Source: an optimization exercise on an open RTL-to-GDS flow (aim: small area, a short achievable clock period and few clock cycles per item). Production flows keep margins and buffers that such runs may drop.
Function was checked by simulation only, so behaviour that the tests miss may differ from the original.

**flow/run.sh**
```bash
#!/bin/bash
# synth_recipe.tcl (not shown) runs the flow's synth.tcl, then flattens the netlist and writes it again
# the make line also repeats each setting of config.mk as NAME=value (left out here)
make -C /OpenROAD-flow-scripts/flow DESIGN_CONFIG=/design/flow/config.mk WORK_HOME=/design/flow/orfs CLKGATE_MAP_FILE= SYNTH_SCRIPT=/design/flow/synth_recipe.tcl finish
```
**flow/config.mk**
```make
export PLATFORM = sky130hd
export DESIGN_NAME = mont_modexp
export DESIGN_NICKNAME = mont_modexp
export VERILOG_FILES = /design/flow/design.v
export SDC_FILE = /design/flow/constraint.sdc
export NUM_CORES = 4
export LEC_CHECK = 0
export CAP_MARGIN = 20
export CORE_MARGIN = 2
export CORE_UTILIZATION = 40
export SLEW_MARGIN = 20
```
**flow/constraint.sdc**
```tcl
create_clock -name core_clock -period 21.0 [get_ports {clk}]
set_input_delay 4.2000 -clock core_clock [delete_from_list [all_inputs] [get_ports {clk}]]
set_output_delay 4.2000 -clock core_clock [all_outputs]
set_load 0.01 [all_outputs]
```
**flow/design.v**
```verilog
package mont_modexp_pkg;
    localparam int EXP_W_DEF = 16;
    localparam int DATA_W    = 16;
    localparam int PROD_W    = 32;
    localparam int NBITS_W   = 5;
    localparam logic [NBITS_W-1:0] N_MAX = 5'd15;
    typedef enum logic [2:0] {
        S_IDLE,
        S_CONV_B,
        S_CONV_1,
        S_SQR,
        S_MUL,
        S_OUT,
        S_DONE,
        S_FAIL
    } state_e;
endpackage
import mont_modexp_pkg::*;
module mont_reduce
(
    input  logic [PROD_W-1:0]  x_i,
    input  logic [DATA_W-1:0]  m_i,
    input  logic [DATA_W-1:0]  m_inv_i,
    input  logic [NBITS_W-1:0] n_i,
    output logic [DATA_W-1:0]  r_o
);
    logic [DATA_W-1:0] mask;
    logic [DATA_W-1:0] mu;
    logic [PROD_W-1:0] mu_m;
    logic [PROD_W-1:0] sum;
    logic [DATA_W:0]   t;
    logic [DATA_W:0]   t_sub;
    assign mask = ~({DATA_W{1'b1}} << n_i);
    assign mu = (x_i[DATA_W-1:0] * m_inv_i) & mask;
    assign mu_m = {{(PROD_W-DATA_W){1'b0}}, mu}
                * {{(PROD_W-DATA_W){1'b0}}, m_i};
    assign sum = x_i + mu_m;
    assign t = (DATA_W+1)'(sum >> n_i);
    assign t_sub = t - {1'b0, m_i};
    assign r_o = t_sub[DATA_W] ? t[DATA_W-1:0] : t_sub[DATA_W-1:0];
endmodule
import mont_modexp_pkg::*;
module mont_modexp
#(
    parameter int EXP_W = EXP_W_DEF
) (
    input  logic               clk,
    input  logic               rst,
    input  logic               start,
    input  logic [DATA_W-1:0]  base,
    input  logic [EXP_W-1:0]   exp,
    input  logic [DATA_W-1:0]  m,
    input  logic [DATA_W-1:0]  m_inv,
    input  logic [DATA_W-1:0]  r2,
    input  logic [NBITS_W-1:0] n,
    output logic               busy,
    output logic               done,
    output logic               err,
    output logic [DATA_W-1:0]  result
);
    localparam int IW = (EXP_W > 1) ? $clog2(EXP_W) : 1;
    localparam logic [IW-1:0] IDX_TOP = IW'(EXP_W - 1);
    function automatic logic params_legal(
        input logic [DATA_W-1:0]  mod,
        input logic [NBITS_W-1:0] nb
    );
        params_legal = mod[0] && (nb != '0) && (nb <= N_MAX)
                       && ((mod >> nb) == '0);
    endfunction
    mont_modexp_pkg::state_e state_q;
    logic [DATA_W-1:0]  base_q;
    logic [EXP_W-1:0]   exp_q;
    logic [DATA_W-1:0]  m_q;
    logic [DATA_W-1:0]  minv_q;
    logic [DATA_W-1:0]  r2_q;
    logic [NBITS_W-1:0] n_q;
    logic [DATA_W-1:0]  am_q;
    logic [DATA_W-1:0]  acc_q;
    logic [IW-1:0]      idx_q;
    logic               busy_q;
    logic               done_q;
    logic               err_q;
    logic [DATA_W-1:0]  result_q;
    logic [DATA_W-1:0]  op_a;
    logic [DATA_W-1:0]  op_b;
    logic [PROD_W-1:0]  prod;
    logic [DATA_W-1:0]  red;
    always_comb begin
        op_a = '0;
        op_b = '0;
        unique case (state_q)
            S_CONV_B: begin
                op_a = base_q;
                op_b = r2_q;
            end
            S_CONV_1: begin
                op_a = r2_q;
                op_b = DATA_W'(1);
            end
            S_SQR: begin
                op_a = acc_q;
                op_b = acc_q;
            end
            S_MUL: begin
                op_a = acc_q;
                op_b = am_q;
            end
            S_OUT: begin
                op_a = acc_q;
                op_b = DATA_W'(1);
            end
            default: begin
                op_a = '0;
                op_b = '0;
            end
        endcase
    end
    assign prod = {{(PROD_W-DATA_W){1'b0}}, op_a}
                * {{(PROD_W-DATA_W){1'b0}}, op_b};
    mont_reduce u_reduce (
        .x_i     (prod),
        .m_i     (m_q),
        .m_inv_i (minv_q),
        .n_i     (n_q),
        .r_o     (red)
    );
    always_ff @(posedge clk or posedge rst) begin
        if (rst) begin
            state_q  <= S_IDLE;
            base_q   <= '0;
            exp_q    <= '0;
            m_q      <= '0;
            minv_q   <= '0;
            r2_q     <= '0;
            n_q      <= '0;
            am_q     <= '0;
            acc_q    <= '0;
            idx_q    <= '0;
            busy_q   <= 1'b0;
            done_q   <= 1'b0;
            err_q    <= 1'b0;
            result_q <= '0;
        end else begin
            unique case (state_q)
                S_IDLE: begin
                    done_q <= 1'b0;
                    if (start) begin
                        base_q <= base;
                        exp_q  <= exp;
                        m_q    <= m;
                        minv_q <= m_inv;
                        r2_q   <= r2;
                        n_q    <= n;
                        if (params_legal(m, n)) begin
                            busy_q  <= 1'b1;
                            idx_q   <= IDX_TOP;
                            state_q <= S_CONV_B;
                        end else begin
                            done_q  <= 1'b1;
                            err_q   <= 1'b1;
                            state_q <= S_FAIL;
                        end
                    end
                end
                S_CONV_B: begin
                    am_q    <= red;
                    state_q <= S_CONV_1;
                end
                S_CONV_1: begin
                    acc_q   <= red;
                    state_q <= S_SQR;
                end
                S_SQR: begin
                    acc_q <= red;
                    if (exp_q[idx_q]) begin
                        state_q <= S_MUL;
                    end else if (idx_q == '0) begin
                        state_q <= S_OUT;
                    end else begin
                        idx_q   <= idx_q - IW'(1);
                        state_q <= S_SQR;
                    end
                end
                S_MUL: begin
                    acc_q <= red;
                    if (idx_q == '0) begin
                        state_q <= S_OUT;
                    end else begin
                        idx_q   <= idx_q - IW'(1);
                        state_q <= S_SQR;
                    end
                end
                S_OUT: begin
                    result_q <= red;
                    busy_q   <= 1'b0;
                    done_q   <= 1'b1;
                    err_q    <= 1'b0;
                    state_q  <= S_DONE;
                end
                S_DONE: begin
                    done_q  <= 1'b0;
                    state_q <= S_IDLE;
                end
                S_FAIL: begin
                    done_q  <= 1'b0;
                    state_q <= S_IDLE;
                end
                default: begin
                    state_q <= S_IDLE;
                end
            endcase
        end
    end
    assign busy   = busy_q;
    assign done   = done_q;
    assign err    = err_q;
    assign result = result_q;
endmodule
```
==> report_table.html <==
<table>
<tr><th>Metric</th><th>Value</th></tr>
<tr><th colspan="2">Outcome</th></tr>
<tr><td>Result of the run</td><td>timing/DRC/antenna clean</td></tr>
<tr><th colspan="2">Drt</th></tr>
<tr><td>Total vias in the final route</td><td>between 20000 and 30000</td></tr>
<tr><td>DRC violations left</td><td>0</td></tr>
<tr><td>Remaining antenna violation count</td><td>0</td></tr>
<tr><td>Router iterations before antenna repair</td><td>6</td></tr>
<tr><td>WL/cell</td><td>21.6 um</td></tr>
<tr><td>Total routed wirelength</td><td>approximately 100 mm</td></tr>
<tr><td>Average via count per standard cell</td><td>approximately 5.6</td></tr>
<tr><td>Initial drt markers</td><td>~2400</td></tr>
<tr><th colspan="2">Logic synthesis</th></tr>
<tr><td>Count of warnings emitted by yosys</td><td>1</td></tr>
<tr><td>Cell count after synthesis</td><td>around 3600</td></tr>
<tr><td>Seq/Total Area, Yosys</td><td>a little under an eighth</td></tr>
<tr><td>Top cell type by total area after synthesis</td><td>sky130_fd_sc_hd__fa_1</td></tr>
<tr><td>Post-synth EDFFs</td><td>0</td></tr>
<tr><td>Post-synthesis sequential element count</td><td>roughly 140</td></tr>
<tr><td>Top cells by area, synth</td><td>sky130_fd_sc_hd__fa_1 (32%), sky130_fd_sc_hd__dfrtp_1 (11%), sky130_fd_sc_hd__ha_1 (11%)</td></tr>
<tr><td>Share of flip-flops with an asynchronous set or reset after synthesis</td><td>100%</td></tr>
<tr><td>Post-synth top flop</td><td>sky130_fd_sc_hd__dfrtp_1</td></tr>
<tr><td>Area share of the leading cell type in the synthesized netlist</td><td>around a third</td></tr>
<tr><td>Count of different cell masters after synthesis</td><td>84</td></tr>
<tr><td>Post-synth net total</td><td>4454</td></tr>
<tr><td>Netlist Area Pre-Place</td><td>between 30000 and 40000 um2</td></tr>
<tr><td>Synthesized area per cell</td><td>8.75 um2</td></tr>
<tr><th colspan="2">Job</th></tr>
<tr><td>Max-cap check violation count</td><td>0</td></tr>
<tr><th colspan="2">Floorplanning</th></tr>
<tr><td>Placeable core area</td><td>around 78000 um2</td></tr>
<tr><td>Die area</td><td>a little over 80000 um2</td></tr>
<tr><td>Io pins</td><td>~110</td></tr>
<tr><td>Die Height</td><td>284 um</td></tr>
<tr><td>Overall die width</td><td>284 um</td></tr>
<tr><td>Effective utilization at floorplan</td><td>40.5%</td></tr>
<tr><td>Number of placement rows</td><td>about 100</td></tr>
<tr><th colspan="2">Global routing</th></tr>
<tr><td>GR Util met2</td><td>between 40% and 50%</td></tr>
<tr><td>Pin count of the biggest net entering global routing</td><td>97</td></tr>
<tr><td>Global Route Usage Sum</td><td>25.6%</td></tr>
<tr><td>Grt peak-use layer</td><td>met2</td></tr>
<tr><td>First-pass GRT wire length</td><td>about 160 mm</td></tr>
<tr><td>Initial antenna violation count</td><td>4</td></tr>
<tr><td>Met3 Use GR</td><td>between 3 and 4%</td></tr>
<tr><td>Final global-route overflow total</td><td>0</td></tr>
<tr><td>Met1 Usage GRT</td><td>between 30% and 40%</td></tr>
<tr><td>Via count of the first global-routing pass</td><td>26577</td></tr>
<tr><th colspan="2">Clocking</th></tr>
<tr><td>Library cell used as clock root buffer</td><td>sky130_fd_sc_hd__clkbuf_16</td></tr>
<tr><td>CTS buffer count</td><td>17</td></tr>
<tr><td>Total number of clock tree sinks</td><td>143</td></tr>
<tr><td>TritonCTS clock tree</td><td>done</td></tr>
<tr><td>Maximum number of buffers from clock root to sink</td><td>2</td></tr>
<tr><td>Clk pin slew, worst setup/hold paths</td><td>approximately 0.080 ns</td></tr>
<tr><td>H-tree lvl count</td><td>4</td></tr>
<tr><td>Clk Latency, worst-skew pair</td><td>about 0.47 ns</td></tr>
<tr><th colspan="2">Layout</th></tr>
<tr><td>Layout cells sized above 1</td><td>between 8 and 9%</td></tr>
<tr><td>Relative area change from synthesis to final layout</td><td>11.3%</td></tr>
<tr><td>Count of nets after finishing</td><td>approximately 4500</td></tr>
<tr><td>Filler instances</td><td>7645</td></tr>
<tr><th colspan="2">STA</th></tr>
<tr><td>Post-Route Skew</td><td>roughly 0.015 ns</td></tr>
<tr><td>Worst-case setup margin in the final layout</td><td>between 0.9 and 1 ns</td></tr>
<tr><td>Max Fclk</td><td>~50 MHz</td></tr>
<tr><td>Final count of hold timing violations</td><td>0</td></tr>
<tr><td>Post-layout min period</td><td>between 20 and 25 ns</td></tr>
<tr><td>Tightest slew margin relative to the limit</td><td>between 10% and 20%</td></tr>
<tr><td>Slew @ Worst Pin</td><td>1.28 ns</td></tr>
<tr><td>Final setup fails</td><td>0</td></tr>
<tr><td>Share of the clock period used by the worst path after layout</td><td>a little over nine tenths</td></tr>
<tr><td>Number of max-slew violations in the final report</td><td>0</td></tr>
<tr><th colspan="2">Setup path</th></tr>
<tr><td>Worst-path maximum fanout</td><td>28</td></tr>
<tr><td>Element type at the critical path end</td><td>register</td></tr>
<tr><td>Slowest stage cell on the critical path</td><td>sky130_fd_sc_hd__fa_1</td></tr>
<tr><td>Crit start category</td><td>register</td></tr>
<tr><td>Maximum cell stage delay along the critical path</td><td>between 0.5 and 0.6 ns</td></tr>
<tr><td>Data required time of the critical path</td><td>between 20 and 25 ns</td></tr>
<tr><td>Data arrival, critical path</td><td>a little over 20 ns</td></tr>
<tr><td>Worst path most repeated cell</td><td>sky130_fd_sc_hd__fa_1</td></tr>
<tr><td>Category of the most critical setup path</td><td>register to register</td></tr>
<tr><th colspan="2">Placed design</th></tr>
<tr><td>Gpl congestion</td><td>0.974</td></tr>
<tr><td>Placed wire-length estimate</td><td>about 83 mm</td></tr>
<tr><td>Pre-CTS setup slack</td><td>between 0.15 and 0.2 ns</td></tr>
<tr><td>Number of port buffers</td><td>~110</td></tr>
<tr><th colspan="2">Min path</th></tr>
<tr><td>Hold/Removal Path Class</td><td>register to register</td></tr>
</table>
[worst max-delay path, delay by kind of cell, from the launching register on]
family | cells | cell delay [ns]
buf+inv | 12 | 1.23
xor+xnor | 10 | 2.07
flops | 1 | 0.45
compound gates | 18 | 4.48
mux | 2 | 0.53
simple gates | 8 | 1.70
fa+ha+maj | 21 | 9.56
[synthesized netlist by cell type, types with 16 or more instances]
cell type / number
sky130_fd_sc_hd__mux4_2: 16
sky130_fd_sc_hd__and3_1: 27
sky130_fd_sc_hd__o21ai_0: 79
sky130_fd_sc_hd__o21ai_1: 65
sky130_fd_sc_hd__a21oi_1: 110
sky130_fd_sc_hd__nor2b_1: 17
sky130_fd_sc_hd__xnor2_1: 64
sky130_fd_sc_hd__and2_1: 202
sky130_fd_sc_hd__nand2b_1: 19
sky130_fd_sc_hd__xor2_1: 27
sky130_fd_sc_hd__ha_1: 269
sky130_fd_sc_hd__o21a_1: 28
sky130_fd_sc_hd__nor4_1: 16
sky130_fd_sc_hd__nor3_1: 86
sky130_fd_sc_hd__a31oi_1: 27
sky130_fd_sc_hd__nand3_1: 27
sky130_fd_sc_hd__mux2i_1: 39
sky130_fd_sc_hd__nor2_1: 212
sky130_fd_sc_hd__fa_1: 500
sky130_fd_sc_hd__nand2_1: 443
sky130_fd_sc_hd__dfrtp_1: 143
sky130_fd_sc_hd__a21o_1: 34
sky130_fd_sc_hd__a211oi_1: 37
sky130_fd_sc_hd__mux2_2: 83
sky130_fd_sc_hd__a32oi_1: 27
sky130_fd_sc_hd__clkbuf_1: 138
sky130_fd_sc_hd__nand4_1: 16
sky130_fd_sc_hd__o211ai_1: 20
sky130_fd_sc_hd__inv_1: 607
[timing repair]
action                                  4_1_cts  5_1_grt
endpoints found under the setup margin        0       48
resized for setup                             0       48
setup buffers                                 0        4
hold buffers                                  0        0
[stage by stage]
step	instance area [um2]	utilization, %	setup TNS (ns)	std cells	hold slack (ns)
after global routing	35000	45.1	-0.225	4737	0.528
after detailed placement	34100	43.9	0	4697	0.473
after floorplan	31500	-	0	3597	0.448
after CTS	34700	44.7	0	4729	0.507
final	35000	45.1	0	4738	0.497
after global placement	34100	43.9	0	4697	0.480
[area by class of cell]
class                           count  area, um2  area share [%]
Inverter                          612       2300            6.57
Clock buffer                       17        425            1.21
Clock inverter                     15        173           0.493
Multi-Input combinational cell   2685      25200            72.1
Sequential cell                   143       3580            10.2
Timing Repair Buffer              225       2010            5.73
Tap cell                         1040       1300            3.71
Antenna cell                        1       2.50         0.00714
[worst paths after layout]
kind                                 start    endpoint  slack (ns)  cells after the start
worst min-delay path                busy_q      busy_q        0.50                      2
worst max register to register  state_q[1]    acc_q[5]        0.91                     71
worst max-delay path            state_q[1]    acc_q[5]        0.91                     71
worst min register to register      busy_q      busy_q        0.50                      2
max in group asynchronous              rst  minv_q[15]       15.38                      3
min in group asynchronous              rst    exp_q[7]        4.28                      2
[sequential cells by signal, indices dropped and copies added, names as in the netlist]
register / cells
busy_q: 1
idx_q: 4
state_q: 3
result_q: 16
err_q: 1
done_q: 1
exp_q: 16
minv_q: 16
r2_q: 16
base_q: 16
acc_q: 16
am_q: 16
n_q: 5
m_q: 16
[kinds of logic (layout without fill, tap and decap cells)]
family	after synthesis	after routing	share of synthesized area (%)
DFF	143	143	11.4
xor gates and xnor gates	95	95	2.82
AOI/OAI and AO/OA	568	570	12.1
adders and majority gates	769	769	42.5
and+or+nand+nor	1112	1113	16.6
other	0	1	0
buffers and inverters	772	869	9.27
muxes	138	138	5.36
[placed cells by master (no fill, tap or decap), drive strengths merged, types with 106 or more instances in the layout]
master,synthesis,layout
inv,607,613
fa,500,500
nand2,443,443
ha,269,269
nor2,213,213
and2,205,205
o21ai,145,146
dfrtp,143,143
buf,22,118
a21oi,111,112
clkdlybuf4s50,0,106
[routing by layer]
metal,vias to the layer above,wire length (um)
li1,11867,-
met1,13340,46700
met2,954,46400
met3,135,7000
met4,0,2230
met5,-,0
Testbench counts, summed over its fixed seeds: cycles 116,089, items 4,000.

[static timing again, ports no longer ideal]
The results above use ideal ports. As a check the final layout listed here was re-extracted and re-timed, cells and wires unchanged.
Step 1 (the two cells are an assumption about what drives the block):
set clk [get_ports {clk}]
set_driving_cell -lib_cell sky130_fd_sc_hd__clkbuf_16 $clk
set_driving_cell -lib_cell sky130_fd_sc_hd__buf_2 [delete_from_list [all_inputs] $clk]
Step 2 times the ports against the registers' clock, not the clock port: input delays grow and output delays shrink by t, the midpoint of the rising clock arrivals with the driver on.
a / b / c = ideal / step 1 / step 2; a / b = the first two.
t (ns): 0.518
setup WS [ns]: 0.907 / 0.907 / 0.907
worst setup path after step 2: register to register
After both steps setup and hold are still met in this run. For this run, drivers alone change the setup slack by 0.000 ns; drivers and shift together by 0.000 ns.
